Source: an optimization exercise on an open RTL-to-GDS flow (aim: small area and a short achievable clock period). Production flows keep margins and buffers that such runs may drop. Function was checked by simulation only, so behaviour that the tests miss may differ from the original. Power is estimated from default activity; no workload was simulated.

Design icap_bitstream_feeder, start of the top module:
module icap_bitstream_feeder #(
  parameter int FIFO_DEPTH = 8,
  parameter int NUM_W      = 21,
  parameter int BIT_SWAP   = 1
) (
  input  logic                  clk,
  input  logic                  rst,
  input  logic                  i_start,
  input  logic [NUM_W-1:0]      i_num_reads,
  input  logic                  i_abort,
  output logic                  o_ddr_rd,
  input  logic [pr_pkg::DDR_BEAT_W-1:0] i_ddr_data,
  input  logic                  i_ddr_rd_data_valid,
  input  logic                  i_ddr_rd_done,
  output logic                  o_config_buff_full,
  input  logic                  i_icap_hold,
  output logic                  o_icap_csib,
  output logic                  o_icap_rdwrb,
  output logic [pr_pkg::ICAP_W-1:0]     o_icap_data,
  output logic                  o_busy,
  output logic                  o_done,
  output logic                  o_err_ovf,
  output logic [1:0]            o_dbg_state
);
  localparam int NROW  = FIFO_DEPTH + 1;
  localparam int NWORD = pr_pkg::WORDS_PER_BEAT;
  localparam int W     = pr_pkg::ICAP_W;
  localparam int BW    = pr_pkg::DDR_BEAT_W;
  logic [FIFO_DEPTH-1:0] occ_q, occ_d;
  logic [1:0]            state_q, state_d;
  logic [NUM_W-1:0]      rem_q, rem_d;
  logic                  err_ovf_q, err_ovf_d;
  logic [NROW-1:0]       head_q, head_d;
  logic [NROW-1:0]       wr_q, wr_d;
  logic                  ser_vld_q, ser_vld_d;
  logic [NWORD-1:0]      idx_q, idx_d;
  logic [NROW-1:0]       rd_row_q, rd_row_d;
  logic [NWORD-1:0]      rd_idx_d;
  localparam int RGRP  = 3;
  localparam int NGRP  = (NROW + RGRP - 1) / RGRP;
  logic [NGRP-1:0][NWORD-1:0] rd_sel_q, rd_sel_d;
  logic [W-1:0]          word_q, word_d;
  logic [NROW-1:0]       we_q, we_d, keep_q;
  logic [BW-1:0]         mem_q [NROW];
  logic                  vld_o_d;
  logic                  run_q, busy_q, done_q, bfull_q, vld_o_q;
  logic                  nbusy_q;
  logic [1:0]            nstate_q;
  logic [1:0]            st;
  logic                  rem1_q, rem1_d;
  logic [NUM_W-1:0]      rem_dec;
  logic run, drain, busy;
  logic flush, push_req, do_push, fifo_empty, fifo_full;
  logic consume, last_word, ser_load, head_free;
  logic [W-1:0] raw_word;
  ...
Size: about 2500 flip-flops.
==> flow/config.mk <==
export PLATFORM = sky130hd
export DESIGN_NAME = icap_bitstream_feeder
export DESIGN_NICKNAME = icap_bitstream_feeder
export VERILOG_FILES = /design/flow/design.v
export SDC_FILE = /design/flow/constraint.sdc
export NUM_CORES = 4
export LEC_CHECK = 0
export CAP_MARGIN = 20
export CORE_MARGIN = 2
export CORE_UTILIZATION = 55
export PLACE_DENSITY = 0.68
export SETUP_SLACK_MARGIN = 1.7
export SLEW_MARGIN = 20
==> flow/constraint.sdc <==
create_clock -name core_clock -period 3.8 [get_ports {clk}]
set_input_delay 0.7600 -clock core_clock [delete_from_list [all_inputs] [get_ports {clk}]]
set_output_delay 0.7600 -clock core_clock [all_outputs]
set_load 0.01 [all_outputs]
standard.sh (not shown) runs the stock make flow with config.mk's settings and CLKGATE_MAP_FILE= SYNTH_SCRIPT=/design/flow/synth_recipe.tcl, a recipe that flattens the netlist after the stock synthesis.
==> flow/flow/run.sh <==
#!/bin/bash
# The standard ORFS layout, with two changes:
#  - ports are buffered with the smallest buffer (repair upsizes where timing needs it)
#    instead of the delay buffer buffer_ports picks on its own;
#  - the clock tree uses larger sink clusters of clkbuf_16 leaves and no dummy loads.
set -euo pipefail
export BUFFER_PORTS_ARGS="-buffer_cell sky130_fd_sc_hd__buf_1"
export CTS_ARGS="-sink_clustering_enable -repair_clock_nets -sink_clustering_size 34 -sink_clustering_max_diameter 72 -buf_list {sky130_fd_sc_hd__clkbuf_8 sky130_fd_sc_hd__clkbuf_16} -dont_use_dummy_load"
bash standard.sh synth > synth.log 2>&1
bash standard.sh floorplan > floorplan.log 2>&1
bash standard.sh place > place.log 2>&1
bash standard.sh cts > cts.log 2>&1
bash standard.sh finish > finish.log 2>&1
==> next run, changes <==
--- a/flow/flow/run.sh
+++ b/flow/flow/run.sh
@@ -8 +8 @@
-export CTS_ARGS="-sink_clustering_enable -repair_clock_nets -sink_clustering_size 34 -sink_clustering_max_diameter 72 -buf_list {sky130_fd_sc_hd__clkbuf_8 sky130_fd_sc_hd__clkbuf_16} -dont_use_dummy_load"
+export CTS_ARGS="-sink_clustering_enable -repair_clock_nets -sink_clustering_size 30 -sink_clustering_max_diameter 65 -buf_list {sky130_fd_sc_hd__clkbuf_8 sky130_fd_sc_hd__clkbuf_16} -dont_use_dummy_load"
CORE_UTILIZATION = 58   (was 55)
PLACE_DENSITY = 0.72   (was 0.68)
SETUP_SLACK_MARGIN = 1.75   (was 1.7)
Outcome:
- The changed run finished with timing, DRC and antenna clean
- via count rose by 1.8%
- sequential power barely changes
- synthesized area does not change
- design area rose by 0.68%
- maximum frequency came out lower by 0.47%
- worst setup slack gets worse by 0.0099 ns
- wire length is higher by 1.9%
- count of clock-buffer cells in the layout is higher by 4
- synthesized cell count stays the same
- hold slack improves by 0.0040 ns
- die area falls by 5.1%

## separate check: timing with driven ports
Ports are ideal in the flow. The routed layouts listed here were re-timed in OpenROAD. Step 1 (the two cells are an assumption about what drives the block):
set clk [get_ports {clk}]
set_driving_cell -lib_cell sky130_fd_sc_hd__clkbuf_16 $clk
set_driving_cell -lib_cell sky130_fd_sc_hd__buf_2 [delete_from_list [all_inputs] $clk]
Step 2 moves the port delays by t, midway between the first and last clock arrival at a register: inputs arrive t later, outputs are due t later. That takes back most of the time a late clock gives input paths. Three values: ideal ports, drivers, drivers and shift; two values: the first two.
run | t (ns) | slack for setup (ns) | clock arrival spread, ns | slew at the worst register clock pin (ns) | cell pins on the clock port's net
the first run | 0.877 | 1.685 / 1.619 / 1.219 | 0.089 / 0.089 | 0.12 / 0.12 | 1
the second run | 0.897 | 1.675 / 1.584 / 1.264 | 0.079 / 0.079 | 0.11 / 0.11 | 1
After both steps setup and hold are still met in every run listed. For the first run, which loses most, drivers alone change the setup slack by -0.066 ns; drivers and shift together by -0.466 ns.
